From an optimization exercise on the open Yosys and OpenROAD flow, aimed at small area, a short achievable clock period and few clock cycles per item; shortcuts taken in it are not production practice. At most, simulation tests tie the RTL to the original design; equivalence was not proved.

// modular_exponentiation_core
module modular_exponentiation_core #(
    parameter int OPERAND_WIDTH = mexp_pkg::OPERAND_WIDTH_DEF
) (
    input  logic                            clk,
    input  logic                            rst_n,
    input  logic                            start,
    output logic                            busy,
    input  logic signed [OPERAND_WIDTH-1:0] base_value,
    input  logic        [OPERAND_WIDTH-1:0] exponent,
    input  logic        [OPERAND_WIDTH-1:0] modulus,
    output logic        [OPERAND_WIDTH-1:0] power_result,
    output logic                            modulus_zero,
    output logic                            done
);
Settings: LEC_CHECK=0, CAP_MARGIN=20, CORE_MARGIN=2, CORE_UTILIZATION=55, CTS_CLUSTER_DIAMETER=150, CTS_CLUSTER_SIZE=24, SETUP_SLACK_MARGIN=5, SLEW_MARGIN=20, SYNTH_HIERARCHICAL=1, SYNTH_MINIMUM_KEEP_SIZE=0; clock period 9.0 ns.
standard.sh (not shown) runs the stock make flow with config.mk's settings and CLKGATE_MAP_FILE= SYNTH_SCRIPT=/design/flow/synth_recipe.tcl, a recipe that flattens the netlist after the stock synthesis.
==> flow/flow/run.sh <==
#!/bin/bash
# Standard ORFS layout with two changes that leave the constraints alone:
# the port buffers are the smallest buffer cell, and the resizer aims for
# more setup slack than the clock period needs.
set -euo pipefail
bash standard.sh "BUFFER_PORTS_ARGS=-buffer_cell sky130_fd_sc_hd__buf_1" SETUP_SLACK_MARGIN=6.0 finish > orfs_make.log 2>&1
Testbench counts at the start, summed over its fixed seeds: cycles 302,768, items 192.
Next try:
- CAP_MARGIN: 20 -> 5
- CORE_UTILIZATION: 55 -> 40
- SLEW_MARGIN: 20 -> 5
Outcome: Via count goes up by 1.2%. Final area increases by 1.2%. Routed wire length is higher by 4.8%. Core utilization drops by 17 points. Count of clock-buffer cells in the layout falls by 2. Worst setup slack improved by 95 ps. Synthesized cell count stays the same.


modular_exponentiation_core, a different RTL version from the one above (not shown whole).
Size: roughly 280 flip-flops, about 130 I/O pins, roughly 0.019 mm^2 of cells after synthesis.
==> flow/config.mk <==
export PLATFORM = sky130hd
export DESIGN_NAME = modular_exponentiation_core
export DESIGN_NICKNAME = modular_exponentiation_core
export VERILOG_FILES = /design/flow/design.v
export SDC_FILE = /design/flow/constraint.sdc
export NUM_CORES = 4
export LEC_CHECK = 0
export CAP_MARGIN = 20
export CORE_MARGIN = 2
export CORE_UTILIZATION = 40
export CTS_CLUSTER_DIAMETER = 150
export CTS_CLUSTER_SIZE = 24
export SETUP_SLACK_MARGIN = 5
export SLEW_MARGIN = 20
export SYNTH_HIERARCHICAL = 1
export SYNTH_MINIMUM_KEEP_SIZE = 0
==> flow/constraint.sdc <==
create_clock -name core_clock -period 9.0 [get_ports {clk}]
set_input_delay 1.8000 -clock core_clock [delete_from_list [all_inputs] [get_ports {clk}]]
set_output_delay 1.8000 -clock core_clock [all_outputs]
set_load 0.01 [all_outputs]
==> flow/flow/run.sh <==
#!/bin/bash
# Standard ORFS layout, with the resizer aiming for more setup slack than
# the design's clock period needs (the constraints are unchanged).
set -euo pipefail
bash standard.sh SETUP_SLACK_MARGIN=6.0 finish > orfs_make.log 2>&1
Rerun with:
==> flow/flow/run.sh (replaced) <==
#!/bin/bash
# Standard ORFS layout with two changes that leave the constraints alone:
# the port buffers are the smallest buffer cell, and the resizer aims for
# more setup slack than the clock period needs.
set -euo pipefail
bash standard.sh "BUFFER_PORTS_ARGS=-buffer_cell sky130_fd_sc_hd__buf_1" SETUP_SLACK_MARGIN=6.0 finish > orfs_make.log 2>&1
--- a/flow/config.mk
+++ b/flow/config.mk
@@ -10,4 +10,2 @@
 export CORE_UTILIZATION = 40
-export CTS_CLUSTER_DIAMETER = 150
-export CTS_CLUSTER_SIZE = 24
 export SETUP_SLACK_MARGIN = 5
What happened: Non-clock buffer count is higher by 4. Sequential cell count stays the same. Die area stays the same.
Rerun with:
==> flow/flow/run.sh (replaced) <==
#!/bin/bash
# Standard ORFS layout, with the resizer aiming for more setup slack than
# the design's clock period needs (the constraints are unchanged).
set -euo pipefail
bash standard.sh SETUP_SLACK_MARGIN=6.5 finish > orfs_make.log 2>&1
Design area came out higher by 12%.
Count of clock-buffer cells in the layout is unchanged.
Core utilization climbs by 5.6 points.
Setup slack improves by 34 ps.
Die area is unchanged.
Rerun with:
--- a/flow/flow/run.sh
+++ b/flow/flow/run.sh
@@ -4,2 +4,2 @@
 set -euo pipefail
-bash standard.sh SETUP_SLACK_MARGIN=6.5 finish > orfs_make.log 2>&1
+bash standard.sh SETUP_SLACK_MARGIN=5.7 finish > orfs_make.log 2>&1
- cell count came out lower by 3.7%
- worst setup slack loses 150 ps
- routed wire length came out lower by 4.6%
No functional check of the RTL was part of any run of this note.


Another version of the RTL of modular_exponentiation_core (not shown whole).
Size in the first run: about 290 flip-flops.
Settings: LEC_CHECK=0, CAP_MARGIN=20, CORE_MARGIN=2, CORE_UTILIZATION=40, SETUP_SLACK_MARGIN=5, SLEW_MARGIN=20; clock period 9.0 ns.
run.sh (not shown) runs the stock make flow with config.mk's settings and CLKGATE_MAP_FILE= SYNTH_SCRIPT=/design/flow/synth_recipe.tcl, a recipe that flattens the netlist after the stock synthesis.
Stock flow here: none of the scripts above is used.
The baseline finished with timing, DRC and antenna clean.
Then changed:
==> flow/flow/run.sh (new file) <==
#!/bin/bash
# Standard ORFS layout, with the resizer aiming for more setup slack than
# the design's clock period needs (the constraints are unchanged).
set -euo pipefail
bash standard.sh SETUP_SLACK_MARGIN=6.2 finish > orfs_make.log 2>&1
==> flow/standard.sh (new file) <==
#!/bin/bash
# synth_recipe.tcl (not shown) runs the flow's synth.tcl, then flattens the netlist and writes it again
# the make line also repeats each setting of config.mk as NAME=value (left out here)
make -C /OpenROAD-flow-scripts/flow DESIGN_CONFIG=/design/flow/config.mk WORK_HOME=/design/flow/orfs CLKGATE_MAP_FILE= SYNTH_SCRIPT=/design/flow/synth_recipe.tcl "${@:-finish}"
SETUP_SLACK_MARGIN = default   (was 5)
removed: flow/run.sh
Outcome:
- via count came out higher by 4.7%
- maximum frequency is higher by about 6%
- worst setup slack improves by 220 ps
- non-clock buffer count climbs by 112
- global-route usage went up by 1.4 points
- final area grows by about 7.5%
- routed wire length rises by 7.6%
Function was not checked in any run of this note: the RTL went through the layout flow alone.


## job 6223
RTL: one of the versions met above, not the one the previous note started from.
For scale: ~1,800 cells after synthesis, ~270 flip-flops, roughly 130 I/O pins, about 0.017 sq mm of cells after synthesis.
clock: 9.0 ns
lec_check: 0
cap_margin: 20
core_margin: 2
core_utilization: 40
cts_cluster_diameter: 150
cts_cluster_size: 24
setup_slack_margin: 5
slew_margin: 20
synth_hierarchical: 1
synth_minimum_keep_size: 0
standard.sh (not shown) runs the stock make flow with config.mk's settings and CLKGATE_MAP_FILE= SYNTH_SCRIPT=/design/flow/synth_recipe.tcl, a recipe that flattens the netlist after the stock synthesis.
==> flow/flow/run.sh <==
#!/bin/bash
# Standard ORFS layout with two changes that leave the constraints alone:
# the port buffers are the smallest buffer cell, and the resizer aims for
# more setup slack than the clock period needs.
set -euo pipefail
bash standard.sh "BUFFER_PORTS_ARGS=-buffer_cell sky130_fd_sc_hd__buf_1" SETUP_SLACK_MARGIN=5.85 finish > orfs_make.log 2>&1
Testbench counts of job 6223, summed over its fixed seeds: cycles 302,768, items 192.
Modified inputs, job 8289 compared to job 6223
==> flow/flow/run.sh <==
#!/bin/bash
# Standard ORFS layout with two changes that leave the constraints alone:
# the port buffers are the smallest buffer cell, and the resizer aims for
# more setup slack than the clock period needs.
set -euo pipefail
bash standard.sh "BUFFER_PORTS_ARGS=-buffer_cell sky130_fd_sc_hd__buf_1" SETUP_SLACK_MARGIN=6.15 finish > orfs_make.log 2>&1
==> run summary <==
- Per the comparison of job 8289 with job 6223, synthesized cell count closely matched the old numbers; fraction of the cycle the final worst path needs decreased by 1.5 points relative to the old numbers.
- Job 8289 leaves more setup margin than job 6223.
- The lower fraction of area in registers came out of job 8289.
- Against job 6223, maximum number of pins on one net before global-route repair in job 8289 rose slightly.
- Met1 demand-to-capacity share in global routing: job 8289 vs job 6223, no meaningful difference
## Diff of input files: job 3066 against job 8289
# job 8289
export LEC_CHECK = 0
export CAP_MARGIN = 20
export CORE_MARGIN = 2
export CORE_UTILIZATION = 40
export CTS_CLUSTER_DIAMETER = 150
export CTS_CLUSTER_SIZE = 24
export SETUP_SLACK_MARGIN = 5
export SLEW_MARGIN = 20
export SYNTH_HIERARCHICAL = 1
export SYNTH_MINIMUM_KEEP_SIZE = 0
create_clock -name core_clock -period 9.0 [get_ports {clk}]
# job 3066
export LEC_CHECK = 0
export CAP_MARGIN = 20
export CORE_MARGIN = 2
export CORE_UTILIZATION = 40
export CTS_CLUSTER_DIAMETER = 150
export CTS_CLUSTER_SIZE = 24
export GPL_ROUTABILITY_DRIVEN = 0
export PLACE_DENSITY = 0.75
export SETUP_SLACK_MARGIN = 5
export SLEW_MARGIN = 20
export SYNTH_HIERARCHICAL = 1
export SYNTH_MINIMUM_KEEP_SIZE = 0
create_clock -name core_clock -period 9.0 [get_ports {clk}]
==> flow/flow/run.sh <==
#!/bin/bash
# Standard ORFS layout with two changes that leave the constraints alone:
# the port buffers are the smallest buffer cell, and the resizer aims for
# more setup slack than the clock period needs.
set -euo pipefail
bash standard.sh "BUFFER_PORTS_ARGS=-buffer_cell sky130_fd_sc_hd__buf_1" SETUP_SLACK_MARGIN=6.0 finish > orfs_make.log 2>&1
--- outcome ---
- Sort job 8289 and job 3066 by global-route usage asc -> top: job 3066
- Re first-pass GRT wire length: job 8289 was higher than job 3066.
- Comparing job 8289 and job 3066, the higher maximum clock frequency is on job 8289.
- Taking job 8289 as the reference, in job 3066 peak per-stage delay on the critical path held, slack of the critical path moved down.
- Side by side, fraction of standard cell area that is sequential turned out higher in job 3066 than in job 8289.
Modified inputs, job 7668 compared to job 3066
# job 3066
export LEC_CHECK = 0
export CAP_MARGIN = 20
export CORE_MARGIN = 2
export CORE_UTILIZATION = 40
export CTS_CLUSTER_DIAMETER = 150
export CTS_CLUSTER_SIZE = 24
export GPL_ROUTABILITY_DRIVEN = 0
export PLACE_DENSITY = 0.75
export SETUP_SLACK_MARGIN = 5
export SLEW_MARGIN = 20
export SYNTH_HIERARCHICAL = 1
export SYNTH_MINIMUM_KEEP_SIZE = 0
create_clock -name core_clock -period 9.0 [get_ports {clk}]
# job 7668
export LEC_CHECK = 0
export CAP_MARGIN = 20
export CORE_MARGIN = 2
export CORE_UTILIZATION = 40
export CTS_CLUSTER_DIAMETER = 150
export CTS_CLUSTER_SIZE = 24
export SETUP_SLACK_MARGIN = 5
export SLEW_MARGIN = 20
export SYNTH_HIERARCHICAL = 1
export SYNTH_MINIMUM_KEEP_SIZE = 0
create_clock -name core_clock -period 9.0 [get_ports {clk}]
## What came out
Changes observed in job 7668 relative to job 3066: detailed-route via count lost 267, wire length picked up an extra about 4%, leftover overflow at the end of global routing neither gained nor lost much.
Final-stage net count across job 3066 and job 7668: no real change.
The number of nets still failing antenna checks after routing of job 3066 and that of job 7668 are within noise of each other.
On job 7668: met1 track utilization from global routing is 3.0 points higher than what job 3066 gave.
The run showing the smaller highest cell delay on the worst timing path is job 3066.


modular_exponentiation_core, a different RTL version from the one above (not shown whole).
Size: ~2100 cells after synthesis, roughly 290 flip-flops, ~130 I/O pins, ~20000 um^2 of cells after synthesis.
clock: 9.0 ns
lec_check: 0
cap_margin: 20
core_margin: 2
core_utilization: 40
setup_slack_margin: 5
slew_margin: 20
synth_hierarchical: 1
synth_minimum_keep_size: 0
==> flow/flow/run.sh <==
#!/bin/bash
# Standard ORFS layout, with the resizer aiming for more setup slack than
# the design's clock period needs (the constraints are unchanged).
set -euo pipefail
bash standard.sh SETUP_SLACK_MARGIN=6.5 finish > orfs_make.log 2>&1
The baseline ran to the end with no violations.
Testbench counts at the start, summed over its fixed seeds: cycles 302,768, items 192.
Next try:
==> flow/flow/run.sh (replaced) <==
#!/bin/bash
# Standard ORFS layout with two changes that leave the constraints alone:
# synthesis leaves adders as plain gates for abc to map (no full/half adder
# cells), and the resizer aims for more setup slack than the clock needs.
set -euo pipefail
bash standard.sh ADDER_MAP_FILE= SETUP_SLACK_MARGIN=6.5 finish > orfs_make.log 2>&1
The new run passed the timing, design-rule and antenna checks.
Flip-flop and latch count does not change.
Clock skew went up by 0.015 ns.
Global-route usage went up by 1.6 points.
Next try:
==> flow/run.sh (new file) <==
#!/bin/bash
# synth_recipe.tcl (not shown) runs the flow's synth.tcl, then flattens the netlist and writes it again
# the make line also repeats each setting of config.mk as NAME=value (left out here)
make -C /OpenROAD-flow-scripts/flow DESIGN_CONFIG=/design/flow/config.mk WORK_HOME=/design/flow/orfs CLKGATE_MAP_FILE= SYNTH_SCRIPT=/design/flow/synth_recipe.tcl finish
removed: flow/flow/run.sh
removed: flow/standard.sh
=>
- The changed run completed with no timing, DRC or antenna violations
- setup slack loses 0.64 ns
- wire length goes down by 18%


modular_exponentiation_core, a different RTL version from the one above (not shown whole).
Size: roughly 1800 cells after synthesis, about 17000 µm² of cells after synthesis.
// modular_exponentiation_core
module modular_exponentiation_core #(
    parameter int OPERAND_WIDTH = mexp_pkg::OPERAND_WIDTH_DEF
) (
    input  logic                            clk,
    input  logic                            rst_n,
    input  logic                            start,
    output logic                            busy,
    input  logic signed [OPERAND_WIDTH-1:0] base_value,
    input  logic        [OPERAND_WIDTH-1:0] exponent,
    input  logic        [OPERAND_WIDTH-1:0] modulus,
    output logic        [OPERAND_WIDTH-1:0] power_result,
    output logic                            modulus_zero,
    output logic                            done
);
export LEC_CHECK = 0
export CAP_MARGIN = 20
export CORE_MARGIN = 2
export CORE_UTILIZATION = 40
export CTS_CLUSTER_DIAMETER = 150
export CTS_CLUSTER_SIZE = 24
export SETUP_SLACK_MARGIN = 5
export SLEW_MARGIN = 20
export SYNTH_HIERARCHICAL = 1
export SYNTH_MINIMUM_KEEP_SIZE = 0
create_clock -name core_clock -period 9.0 [get_ports {clk}]
==> flow/flow/run.sh <==
#!/bin/bash
# Standard ORFS layout with two changes that leave the constraints alone:
# the port buffers are the smallest buffer cell, and the resizer aims for
# more setup slack than the clock period needs.
set -euo pipefail
bash standard.sh "BUFFER_PORTS_ARGS=-buffer_cell sky130_fd_sc_hd__buf_1" SETUP_SLACK_MARGIN=6.2 finish > orfs_make.log 2>&1
==> next run, changes <==
--- a/flow/flow/run.sh
+++ b/flow/flow/run.sh
@@ -6 +6 @@
-bash standard.sh "BUFFER_PORTS_ARGS=-buffer_cell sky130_fd_sc_hd__buf_1" SETUP_SLACK_MARGIN=6.2 finish > orfs_make.log 2>&1
+bash standard.sh "BUFFER_PORTS_ARGS=-buffer_cell sky130_fd_sc_hd__buf_1" SETUP_SLACK_MARGIN=6.0 finish > orfs_make.log 2>&1
Outcome: Worst hold slack degrades by 0.0038 ns. Die area is unchanged. Setup slack improves by 0.0077 ns. Core utilization goes down by 1.2 points. Global-route usage goes down by 0.25 points. Clock skew came out higher by 0.0035 ns. Routed wire length fell slightly. Fmax is about the same. Register-to-register slack stays flat.
No functional check of the RTL was part of any run of this note.

==> what the ideal ports hide <==
In the flow no input, the clock included, has a driving cell. The finished layouts below were timed again as built, in two steps.
Step 1 sets driving cells, clkbuf_16 on the clock port and buf_2 on the other inputs (assumed; they add their load-dependent delay and slew).
Step 2 moves the port delays by t, midway between the first and last clock arrival at a register: inputs arrive t later, outputs are due t later. That takes back most of the time a late clock gives input paths.
a / b / c = no drivers / after step 1 / after step 2; a / b = the first two.
run	t (ns)	setup slack, ns	worst setup path at the end
the first run of note 1	0.557	5.861 / 5.861 / 5.861	register to register
the second run of note 1	0.555	5.956 / 5.937 / 5.956	register to register
the first run of note 2	0.564	5.983 / 5.927 / 6.100	register to register
the second run of note 2	0.595	5.941 / 5.886 / 6.087	register to register
the third run of note 2	0.603	5.975 / 5.918 / 6.205	input, reset recovery
the fourth run of note 2	0.603	5.824 / 5.771 / 5.836	register to register
the first run of note 3	0.609	5.238 / 5.181 / 5.238	register to register
the second run of note 3	0.613	5.459 / 5.459 / 5.459	register to register
job 6223	0.559	5.796 / 5.796 / 5.796	register to register
job 8289	0.573	5.930 / 5.930 / 5.930	register to register
job 3066	0.562	5.901 / 5.901 / 5.901	register to register
job 7668	0.554	5.955 / 5.930 / 5.955	register to register
the first run of note 5	0.607	5.923 / 5.865 / 6.013	register to register
the second run of note 5	0.631	5.921 / 5.860 / 5.966	register to register
the third run of note 5	0.596	5.286 / 5.226 / 5.392	register to register
the first run of note 6	0.558	5.680 / 5.680 / 5.680	register to register
the second run of note 6	0.558	5.688 / 5.688 / 5.688	register to register
After both steps setup and hold are still met in every run listed. Setup slack includes reset recovery checks.
